What follows belongs to an exercise in optimizing a design on an open flow for a short achievable clock period and few clock cycles; a production flow would make more cautious choices.
Only simulation tests tie the RTL to the original design; equivalence was not proved.

==> inputs of raven <==
==> flow/design.v <==
package pipePkg;
	localparam int DATA_W     = 16;
	localparam int REG_IDX_W  = 4;
	localparam int NREG       = 16;
	localparam int IMEM_DEPTH = 64;
	localparam int OFF_W      = 10;
	localparam int OP_MOV  = 31;
	localparam int OP_SUB3 = 30;
	localparam int OP_ADD4 = 29;
	localparam int OP_ADD1 = 28;
	localparam int RA_LSB  = 4;
	localparam int XA_LSB  = 0;
	localparam int CW_W = 11;
	typedef logic [DATA_W-1:0] dataT;
	typedef logic [OFF_W-1:0]  offT;
endpackage
`timescale 1ns/1ps
module apbHostPort
(
	input  logic        CLK,
	input  logic        RSTB,
	input  logic        PSEL,
	input  logic        PENABLE,
	input  logic        PWRITE,
	input  logic [11:0] PADDR,
	input  logic [31:0] PWDATA,
	output logic [31:0] PRDATA,
	output logic        PREADY,
	output logic        PSLVERR,
	input  logic        busy,        
	input  logic        busyRd,      
	input  logic        pcFlag,      
	input  logic [15:0] rfRdata,     
	output logic [3:0]  rfRaddr,
	output logic        hostImemSetup,
	output logic        imemWe,
	output logic        rfWe,
	output logic        runStart,
	output logic [5:0]  wIdx,
	output logic [31:0] wData
);
	logic setup;
	logic access;
	logic inImem;
	logic inReg;
	logic isCtrl;
	logic isPc;
	logic err;
	logic wImemQ;
	logic wRegQ;
	logic wCtrlQ;
	logic [15:0] rdQ;
	logic [15:0] rdMux;
	assign setup  = PSEL & ~PENABLE;
	assign access = PSEL & PENABLE;
	assign inImem = (PADDR[11:8] == 4'h0);
	assign inReg  = (PADDR[11:6] == 6'b0001_00);
	assign isCtrl = (PADDR[11:2] == 10'h080);
	assign isPc   = (PADDR[11:2] == 10'h081);
	assign err = ~(inImem | inReg | isCtrl | isPc)
		| ((inImem | inReg) & busy)
		| (isPc & PWRITE);
	assign rfRaddr = PADDR[5:2];
	assign hostImemSetup = setup & PWRITE & inImem & ~busy;
	always_comb
	begin
		if (inReg)
			rdMux = rfRdata;
		else if (isCtrl)
			rdMux = {14'b0, busyRd, busyRd};
		else if (isPc)
			rdMux = {9'b0, pcFlag, 6'b0};
		else
			rdMux = '0;
	end
	always_ff @(posedge CLK or negedge RSTB)
	begin
		if (!RSTB)
		begin
			PSLVERR <= 1'b0;
			wImemQ  <= 1'b0;
			wRegQ   <= 1'b0;
			wCtrlQ  <= 1'b0;
		end
		else
		begin
			if (setup)
				PSLVERR <= err;
			wImemQ <= hostImemSetup;
			wRegQ  <= setup & PWRITE & inReg & ~busy;
			wCtrlQ <= setup & PWRITE & isCtrl & PWDATA[0] & ~busy;
		end
	end
	always_ff @(posedge CLK)
	begin
		if (setup)
			rdQ <= rdMux;
		wIdx  <= PADDR[7:2];
		wData <= PWDATA;
	end
	assign PREADY = 1'b1;
	assign PRDATA = {16'b0, rdQ};
	assign imemWe   = wImemQ & access;
	assign rfWe     = wRegQ & access;
	assign runStart = wCtrlQ & access;
endmodule
`timescale 1ns/1ps
module instrFetch
(
	input  logic                 CLK,
	input  logic                 imemWe,
	input  logic [5:0]           wIdx,
	input  logic [pipePkg::CW_W-1:0] wWord,
	input  logic [5:0]           rdIdx,
	output logic [pipePkg::CW_W-1:0] rdWord
);
	logic [pipePkg::CW_W-1:0] imem [64];
	logic [pipePkg::CW_W-1:0] grp  [8];
	always_ff @(posedge CLK)
	begin
		if (imemWe)
			imem[wIdx] <= wWord;
	end
	always_ff @(posedge CLK)
	begin
		for (int j = 0; j < 8; j++)
			grp[j] <= imem[{j[2:0], rdIdx[2:0]}];
	end
	assign rdWord = grp[rdIdx[5:3]];
endmodule
`timescale 1ns/1ps
module decodeRegFile
(
	input  logic                   CLK,
	input  logic                   rfWe,
	input  logic [3:0]             wIdx,
	input  pipePkg::dataT          wData,
	input  logic [3:0]             rfRaddr,
	output pipePkg::dataT          rfRdata,
	input  logic [16*4-1:0]        tSrc,
	input  logic [16*pipePkg::OFF_W-1:0] tOff,
	input  logic                   apply
);
	pipePkg::dataT regs [16];
	pipePkg::dataT mSrc [16];
	pipePkg::dataT sum  [16];
	assign rfRdata = regs[rfRaddr];
	for (genvar i = 0; i < 16; i++)
	begin : g_reg
		addStage u_add (
			.src(mSrc[i]),
			.off(tOff[i*pipePkg::OFF_W +: pipePkg::OFF_W]),
			.sum(sum[i])
		);
		always_ff @(posedge CLK)
		begin
			mSrc[i] <= regs[tSrc[i*4 +: 4]];
			if (apply)
				regs[i] <= sum[i];
			else if (rfWe && wIdx == 4'(i))
				regs[i] <= wData;
		end
	end
endmodule
`timescale 1ns/1ps
module subtractStage
(
	input  logic                     CLK,
	input  logic                     RSTB,
	input  logic                     hostImemSetup,  
	input  logic [5:0]               hostIdx,
	input  logic [pipePkg::CW_W-1:0] hostWord,
	input  logic                     imemWe,         
	input  logic [pipePkg::CW_W-1:0] fetchWord,      
	output logic [5:0]               fetchIdx,
	output logic                     pDone,          
	output logic                     tWrite,         
	output logic [16*4-1:0]          tSrc,
	output logic [16*pipePkg::OFF_W-1:0] tOff
);
	localparam int OW = pipePkg::OFF_W;
	typedef enum logic [2:0] {S_IDLE, S_F1, S_F2, S_BA, S_HOSTW, S_B} stT;
	stT           st;
	logic [6:0]   p;
	logic [pipePkg::CW_W-1:0] cw;
	logic [5:0]   cwIdx;
	logic         cwWr;
	logic         cwSub;
	logic         cwAdd;
	logic [3:0]   cwRa;
	logic [3:0]   cwXa;
	logic         idxZero;
	logic         idxEqP;
	logic         idxLtP;
	logic [3:0]   baseSrc;
	logic [OW-1:0] baseOff;
	logic [OW-1:0] cOff;
	logic [OW-1:0] newOff;
	assign {cwWr, cwSub, cwAdd, cwRa, cwXa} = cw;
	assign idxZero = (cwIdx == 6'd0);
	assign idxEqP  = ({1'b0, cwIdx} == p);
	assign idxLtP  = ({1'b0, cwIdx} < p);
	assign pDone    = p[6];
	assign fetchIdx = p[5:0];
	assign tWrite   = (st == S_B);
	always_comb
	begin
		case ({cwSub, cwAdd})
			2'b10:   cOff = OW'(-3);
			2'b01:   cOff = OW'(4);
			2'b11:   cOff = OW'(1);
			default: cOff = '0;
		endcase
	end
	assign newOff = baseOff + cOff;
	always_ff @(posedge CLK or negedge RSTB)
	begin
		if (!RSTB)
		begin
			st <= S_IDLE;
			p  <= '0;
		end
		else
		begin
			if (st == S_B)
				p <= {1'b0, cwIdx} + 7'd1;
			else if (st == S_HOSTW && imemWe && idxLtP && !idxZero)
				p <= '0;
			if (hostImemSetup)
				st <= S_HOSTW;
			else
			begin
				case (st)
					S_IDLE:  st <= pDone ? S_IDLE : S_F1;
					S_F1:    st <= S_F2;
					S_F2:    st <= S_BA;
					S_BA:    st <= S_B;
					S_HOSTW: st <= (imemWe && (idxEqP || idxZero)) ? S_B : S_IDLE;
					default: st <= (cwIdx == 6'd63) ? S_IDLE : S_F1;
				endcase
			end
		end
	end
	always_ff @(posedge CLK)
	begin
		if (hostImemSetup)
		begin
			cw    <= hostWord;
			cwIdx <= hostIdx;
		end
		else if (st == S_F2)
		begin
			cw    <= fetchWord;
			cwIdx <= p[5:0];
		end
		if (idxZero)
		begin
			baseSrc <= cwXa;
			baseOff <= '0;
		end
		else
		begin
			baseSrc <= tSrc[cwXa*4 +: 4];
			baseOff <= tOff[cwXa*OW +: OW];
		end
		if (st == S_B)
		begin
			for (int i = 0; i < 16; i++)
			begin
				if (cwWr && cwRa == 4'(i))
				begin
					tSrc[i*4 +: 4]   <= baseSrc;
					tOff[i*OW +: OW] <= newOff;
				end
				else if (idxZero)
				begin
					tSrc[i*4 +: 4]   <= 4'(i);
					tOff[i*OW +: OW] <= '0;
				end
			end
		end
	end
endmodule
`timescale 1ns/1ps
module addStage
(
	input  pipePkg::dataT src,
	input  pipePkg::offT  off,
	output pipePkg::dataT sum
);
	assign sum = src + {{(pipePkg::DATA_W - pipePkg::OFF_W){off[pipePkg::OFF_W-1]}}, off};
endmodule
`timescale 1ns/1ps
module pipeTop
(
	input  logic        CLK,
	input  logic        RSTB,
	input  logic        PSEL,
	input  logic        PENABLE,
	input  logic        PWRITE,
	input  logic [11:0] PADDR,
	input  logic [31:0] PWDATA,
	output logic [31:0] PRDATA,
	output logic        PREADY,
	output logic        PSLVERR
);
	logic        busy;
	logic        busyRd;
	logic        pcFlag;
	logic        mOk;
	logic        apply;
	logic [15:0] rfRdata;
	logic [3:0]  rfRaddr;
	logic        hostImemSetup;
	logic        imemWe;
	logic        rfWe;
	logic        runStart;
	logic [5:0]  wIdx;
	logic [31:0] wData;
	logic [pipePkg::CW_W-1:0] hostWord;
	logic [pipePkg::CW_W-1:0] wWord;
	logic [pipePkg::CW_W-1:0] fetchWord;
	logic [5:0]  fetchIdx;
	logic        pDone;
	logic        tWrite;
	logic [16*4-1:0] tSrc;
	logic [16*pipePkg::OFF_W-1:0] tOff;
	assign hostWord = {(|PWDATA[31:28]), PWDATA[30] | PWDATA[28], PWDATA[29] | PWDATA[28], PWDATA[7:0]};
	assign wWord    = {(|wData[31:28]), wData[30] | wData[28], wData[29] | wData[28], wData[7:0]};
	assign apply  = busy & mOk & pDone;
	assign busyRd = busy & ~apply;
	always_ff @(posedge CLK or negedge RSTB)
	begin
		if (!RSTB)
		begin
			busy   <= 1'b0;
			pcFlag <= 1'b0;
			mOk    <= 1'b0;
		end
		else
		begin
			if (runStart)
				busy <= 1'b1;
			else if (apply)
				busy <= 1'b0;
			if (apply)
				pcFlag <= 1'b1;
			mOk <= pDone & ~tWrite & ~rfWe & ~apply;
		end
	end
	apbHostPort u_apbHostPort (
		.CLK, .RSTB, .PSEL, .PENABLE, .PWRITE, .PADDR, .PWDATA,
		.PRDATA, .PREADY, .PSLVERR,
		.busy, .busyRd, .pcFlag, .rfRdata, .rfRaddr,
		.hostImemSetup, .imemWe, .rfWe, .runStart, .wIdx, .wData
	);
	instrFetch u_instrFetch (
		.CLK, .imemWe, .wIdx, .wWord,
		.rdIdx(fetchIdx), .rdWord(fetchWord)
	);
	subtractStage u_compiler (
		.CLK, .RSTB, .hostImemSetup, .hostIdx(PADDR[7:2]), .hostWord,
		.imemWe, .fetchWord, .fetchIdx, .pDone, .tWrite, .tSrc, .tOff
	);
	decodeRegFile u_regFile (
		.CLK, .rfWe, .wIdx(wIdx[3:0]), .wData(wData[15:0]),
		.rfRaddr, .rfRdata, .tSrc, .tOff, .apply
	);
endmodule
==> flow/run.sh <==
#!/bin/bash
# synth_recipe.tcl (not shown) runs the flow's synth.tcl, then flattens the netlist and writes it again
# the make line also repeats each setting of config.mk as NAME=value (left out here)
make -C /OpenROAD-flow-scripts/flow DESIGN_CONFIG=/design/flow/config.mk WORK_HOME=/design/flow/orfs CLKGATE_MAP_FILE= SYNTH_SCRIPT=/design/flow/synth_recipe.tcl finish
==> flow/config.mk <==
export PLATFORM = sky130hd
export DESIGN_NAME = pipeTop
export DESIGN_NICKNAME = pipeTop
export VERILOG_FILES = /design/flow/design.v
export SDC_FILE = /design/flow/constraint.sdc
export NUM_CORES = 4
export LEC_CHECK = 0
export CAP_MARGIN = 20
export CORE_MARGIN = 2
export CORE_UTILIZATION = 40
export SETUP_SLACK_MARGIN = 2.0
export SLEW_MARGIN = 20
==> flow/constraint.sdc <==
create_clock -name core_clock -period 4.0 [get_ports {CLK}]
set_input_delay 0.8000 -clock core_clock [delete_from_list [all_inputs] [get_ports {CLK}]]
set_output_delay 0.8000 -clock core_clock [all_outputs]
set_load 0.01 [all_outputs]
==> maple (differences from raven) <==
==> flow/design.v, changed modules only <==
module apbHostPort
(
	input  logic        CLK,
	input  logic        RSTB,
	input  logic        PSEL,
	input  logic        PENABLE,
	input  logic        PWRITE,
	input  logic [11:0] PADDR,
	input  logic [31:0] PWDATA,
	output logic [31:0] PRDATA,
	output logic        PREADY,
	output logic        PSLVERR,
	input  logic        busy,        
	input  logic        busyRd,      
	input  logic        pcFlag,      
	input  logic [15:0] rfRdata,     
	output logic [3:0]  rfRaddr,
	output logic        hostImemSetup,
	output logic        imemWe,
	output logic        rfWe,
	output logic        runStart,
	output logic [5:0]  wIdx,
	output logic [31:0] wData
);
	logic setup;
	logic inImem;
	logic inReg;
	logic isCtrl;
	logic isPc;
	logic err;
	logic wImemQ;
	logic wRegQ;
	logic wCtrlQ;
	logic [15:0] rdQ;
	logic [15:0] rdMux;
	assign setup  = PSEL & ~PENABLE;
	assign inImem = (PADDR[11:8] == 4'h0);
	assign inReg  = (PADDR[11:6] == 6'b0001_00);
	assign isCtrl = (PADDR[11:2] == 10'h080);
	assign isPc   = (PADDR[11:2] == 10'h081);
	assign err = ~(inImem | inReg | isCtrl | isPc)
		| ((inImem | inReg) & busy)
		| (isPc & PWRITE);
	assign rfRaddr = PADDR[5:2];
	assign hostImemSetup = setup & PWRITE & inImem & ~busy;
	always_comb
	begin
		if (inReg)
			rdMux = rfRdata;
		else if (isCtrl)
			rdMux = {14'b0, busyRd, busyRd};
		else if (isPc)
			rdMux = {9'b0, pcFlag, 6'b0};
		else
			rdMux = '0;
	end
	always_ff @(posedge CLK or negedge RSTB)
	begin
		if (!RSTB)
		begin
			PSLVERR <= 1'b0;
			wImemQ  <= 1'b0;
			wRegQ   <= 1'b0;
			wCtrlQ  <= 1'b0;
		end
		else
		begin
			PSLVERR <= err;
			wImemQ <= hostImemSetup;
			wRegQ  <= setup & PWRITE & inReg & ~busy;
			wCtrlQ <= setup & PWRITE & isCtrl & PWDATA[0] & ~busy;
		end
	end
	always_ff @(posedge CLK)
	begin
		rdQ   <= rdMux;
		wIdx  <= PADDR[7:2];
		wData <= PWDATA;
	end
	assign PREADY = 1'b1;
	assign PRDATA = {16'b0, rdQ};
	assign imemWe   = wImemQ;
	assign rfWe     = wRegQ;
	assign runStart = wCtrlQ;
endmodule
module decodeRegFile
(
	input  logic                   CLK,
	input  logic                   rfWe,
	input  logic [3:0]             wIdx,
	input  pipePkg::dataT          wData,
	input  logic [3:0]             rfRaddr,
	output pipePkg::dataT          rfRdata,
	input  logic [16*4-1:0]        tSrc,
	input  logic [16*pipePkg::OFF_W-1:0] tOff,
	input  logic                   permute,
	input  logic                   addStep
);
	pipePkg::dataT regs [16];
	pipePkg::dataT sum  [16];
	assign rfRdata = regs[rfRaddr];
	for (genvar i = 0; i < 16; i++)
	begin : g_reg
		addStage u_add (
			.src(regs[i]),
			.off(tOff[i*pipePkg::OFF_W +: pipePkg::OFF_W]),
			.sum(sum[i])
		);
		always_ff @(posedge CLK)
		begin
			if (permute)
				regs[i] <= regs[tSrc[i*4 +: 4]];
			else if (addStep)
				regs[i] <= sum[i];
			else if (rfWe && wIdx == 4'(i))
				regs[i] <= wData;
		end
	end
endmodule
module subtractStage
(
	input  logic                     CLK,
	input  logic                     RSTB,
	input  logic                     hostImemSetup,  
	input  logic [5:0]               hostIdx,
	input  logic [pipePkg::CW_W-1:0] hostWord,
	input  logic                     imemWe,         
	input  logic [pipePkg::CW_W-1:0] fetchWord,      
	output logic [5:0]               fetchIdx,
	output logic                     pDone,          
	output logic [16*4-1:0]          tSrc,
	output logic [16*pipePkg::OFF_W-1:0] tOff
);
	localparam int OW = pipePkg::OFF_W;
	typedef enum logic [2:0] {S_IDLE, S_F1, S_F2, S_A1, S_HOSTW} stT;
	stT           st;
	logic [6:0]   p;
	logic [pipePkg::CW_W-1:0] cw;
	logic [5:0]   cwIdx;
	logic         cwWr;
	logic         cwSub;
	logic         cwAdd;
	logic [3:0]   cwRa;
	logic [3:0]   cwXa;
	logic         idxZero;
	logic         idxEqP;
	logic         idxLtP;
	logic         accept;
	logic         restart;
	logic         a2V;
	logic [3:0]   a2Src;
	logic [OW-1:0] a2Off;
	logic [OW-1:0] a2C;
	logic         a2Wr;
	logic [3:0]   a2Ra;
	logic         a2Zero;
	logic         bV;
	logic [3:0]   bSrc;
	logic [OW-1:0] bOff;
	logic         bWr;
	logic [3:0]   bRa;
	logic         bZero;
	logic [OW-1:0] cOff;
	assign {cwWr, cwSub, cwAdd, cwRa, cwXa} = cw;
	assign idxZero = (cwIdx == 6'd0);
	assign idxEqP  = ({1'b0, cwIdx} == p);
	assign idxLtP  = ({1'b0, cwIdx} < p);
	assign pDone    = p[6] & ~a2V & ~bV;
	assign fetchIdx = p[5:0];
	assign accept  = ((st == S_HOSTW) && imemWe && (idxEqP || idxZero))
		|| ((st == S_A1) && !hostImemSetup);
	assign restart = (st == S_HOSTW) && imemWe && idxLtP && !idxZero;
	always_comb
	begin
		case ({cwSub, cwAdd})
			2'b10:   cOff = OW'(-3);
			2'b01:   cOff = OW'(4);
			2'b11:   cOff = OW'(1);
			default: cOff = '0;
		endcase
	end
	always_ff @(posedge CLK or negedge RSTB)
	begin
		if (!RSTB)
		begin
			st  <= S_IDLE;
			p   <= '0;
			a2V <= 1'b0;
			bV  <= 1'b0;
		end
		else
		begin
			if (accept)
				p <= {1'b0, cwIdx} + 7'd1;
			else if (restart)
				p <= '0;
			a2V <= accept;
			bV  <= a2V;
			if (hostImemSetup)
				st <= S_HOSTW;
			else
			begin
				case (st)
					S_IDLE:  st <= (!p[6] && !a2V && !bV) ? S_F1 : S_IDLE;
					S_F1:    st <= S_F2;
					S_F2:    st <= S_A1;
					default: st <= S_IDLE;
				endcase
			end
		end
	end
	always_ff @(posedge CLK)
	begin
		if (hostImemSetup)
		begin
			cw    <= hostWord;
			cwIdx <= hostIdx;
		end
		else if (st == S_F2)
		begin
			cw    <= fetchWord;
			cwIdx <= p[5:0];
		end
		if (idxZero)
		begin
			a2Src <= cwXa;
			a2Off <= '0;
		end
		else if (bV && bWr && bRa == cwXa)
		begin
			a2Src <= bSrc;
			a2Off <= bOff;
		end
		else if (bV && bZero)
		begin
			a2Src <= cwXa;
			a2Off <= '0;
		end
		else
		begin
			a2Src <= tSrc[cwXa*4 +: 4];
			a2Off <= tOff[cwXa*OW +: OW];
		end
		a2C    <= cOff;
		a2Wr   <= cwWr;
		a2Ra   <= cwRa;
		a2Zero <= idxZero;
		bSrc  <= a2Src;
		bOff  <= a2Off + a2C;
		bWr   <= a2Wr;
		bRa   <= a2Ra;
		bZero <= a2Zero;
		if (bV)
		begin
			for (int i = 0; i < 16; i++)
			begin
				if (bWr && bRa == 4'(i))
				begin
					tSrc[i*4 +: 4]   <= bSrc;
					tOff[i*OW +: OW] <= bOff;
				end
				else if (bZero)
				begin
					tSrc[i*4 +: 4]   <= 4'(i);
					tOff[i*OW +: OW] <= '0;
				end
			end
		end
	end
endmodule
module pipeTop
(
	input  logic        CLK,
	input  logic        RSTB,
	input  logic        PSEL,
	input  logic        PENABLE,
	input  logic        PWRITE,
	input  logic [11:0] PADDR,
	input  logic [31:0] PWDATA,
	output logic [31:0] PRDATA,
	output logic        PREADY,
	output logic        PSLVERR
);
	logic        busy;
	logic        busyRd;
	logic        pcFlag;
	logic        addPh;
	logic        permute;
	logic [15:0] rfRdata;
	logic [3:0]  rfRaddr;
	logic        hostImemSetup;
	logic        imemWe;
	logic        rfWe;
	logic        runStart;
	logic [5:0]  wIdx;
	logic [31:0] wData;
	logic [pipePkg::CW_W-1:0] hostWord;
	logic [pipePkg::CW_W-1:0] wWord;
	logic [pipePkg::CW_W-1:0] fetchWord;
	logic [5:0]  fetchIdx;
	logic        pDone;
	logic [16*4-1:0] tSrc;
	logic [16*pipePkg::OFF_W-1:0] tOff;
	assign hostWord = {(|PWDATA[31:28]), PWDATA[30] | PWDATA[28], PWDATA[29] | PWDATA[28], PWDATA[7:0]};
	assign wWord    = {(|wData[31:28]), wData[30] | wData[28], wData[29] | wData[28], wData[7:0]};
	assign permute = busy & ~addPh & pDone;
	assign busyRd  = busy & ~permute & ~addPh;
	always_ff @(posedge CLK or negedge RSTB)
	begin
		if (!RSTB)
		begin
			busy   <= 1'b0;
			pcFlag <= 1'b0;
			addPh  <= 1'b0;
		end
		else
		begin
			if (runStart)
				busy <= 1'b1;
			else if (addPh)
				busy <= 1'b0;
			addPh <= permute;
			if (addPh)
				pcFlag <= 1'b1;
		end
	end
	apbHostPort u_apbHostPort (
		.CLK, .RSTB, .PSEL, .PENABLE, .PWRITE, .PADDR, .PWDATA,
		.PRDATA, .PREADY, .PSLVERR,
		.busy, .busyRd, .pcFlag, .rfRdata, .rfRaddr,
		.hostImemSetup, .imemWe, .rfWe, .runStart, .wIdx, .wData
	);
	instrFetch u_instrFetch (
		.CLK, .imemWe, .wIdx, .wWord,
		.rdIdx(fetchIdx), .rdWord(fetchWord)
	);
	subtractStage u_compiler (
		.CLK, .RSTB, .hostImemSetup, .hostIdx(PADDR[7:2]), .hostWord,
		.imemWe, .fetchWord, .fetchIdx, .pDone, .tSrc, .tOff
	);
	decodeRegFile u_regFile (
		.CLK, .rfWe, .wIdx(wIdx[3:0]), .wData(wData[15:0]),
		.rfRaddr, .rfRdata, .tSrc, .tOff, .permute, .addStep(addPh)
	);
endmodule
- CORE_UTILIZATION: 40 -> 60
- SETUP_SLACK_MARGIN: 2.0 -> 1.8
- TNS_END_PERCENT: unset -> 5
==> qor summary <==
| item | raven | maple |
|---|---|---|
| Arithmetic-cell share of the synthesized area counting full adders, half adders and majority gates | 3.416% | 3.417% |
| Xor and xnor area share after synthesis | 1.516% | 1.614% |
| Width of the chip | 515.4 um | 420.7 um |
| Portion of the post-synthesis area used by sequential elements | 42.69% | 38.36% |
| Count of different cell masters after synthesis | 107 | 109 |
| Buffers inserted during post-CTS setup optimization | 1334 | 341 |
| #FFs+latches synth | 1618 | 1392 |
| Post-synthesis share of cell area spent on and, or, nand and nor gates | 13.87% | 13.46% |
| Chip height | 515.4 um | 420.7 um |
| Final GP Congestion | 1.312 | 1.449 |
| Post-Synthesis Mean Instance Area | 9.896 um^2 | 9.494 um^2 |
| Post-CTS Resized | 2390 | 394 |
| Clock buffer count from CTS | 179 | 143 |
| Post-detailed-placement cell area | 114200 um^2 | 110400 um^2 |
| Mux share of post-synthesis cell area | 8.804% | 11.59% |
| Synthesized instance count | 10.57k | 10.98k |
| Clock Sink Count | 1618 | 1392 |
| Placement Setup Slack | 0.5560 ns | 0.6483 ns |
| Status | stopped before the end | stopped before the end |
| Failing step | 5_1_grt | 5_1_grt |
| Share of flip-flops with an asynchronous set or reset after synthesis | 1.051% | 1.293% |
| YS warnings | 11 | 9 |
| Placed wire-length estimate | 528500 um | 488200 um |
Testbench counts of raven, summed over its fixed seeds: cycles 10,816.
Testbench counts of maple, summed over its fixed seeds: cycles 10,816.
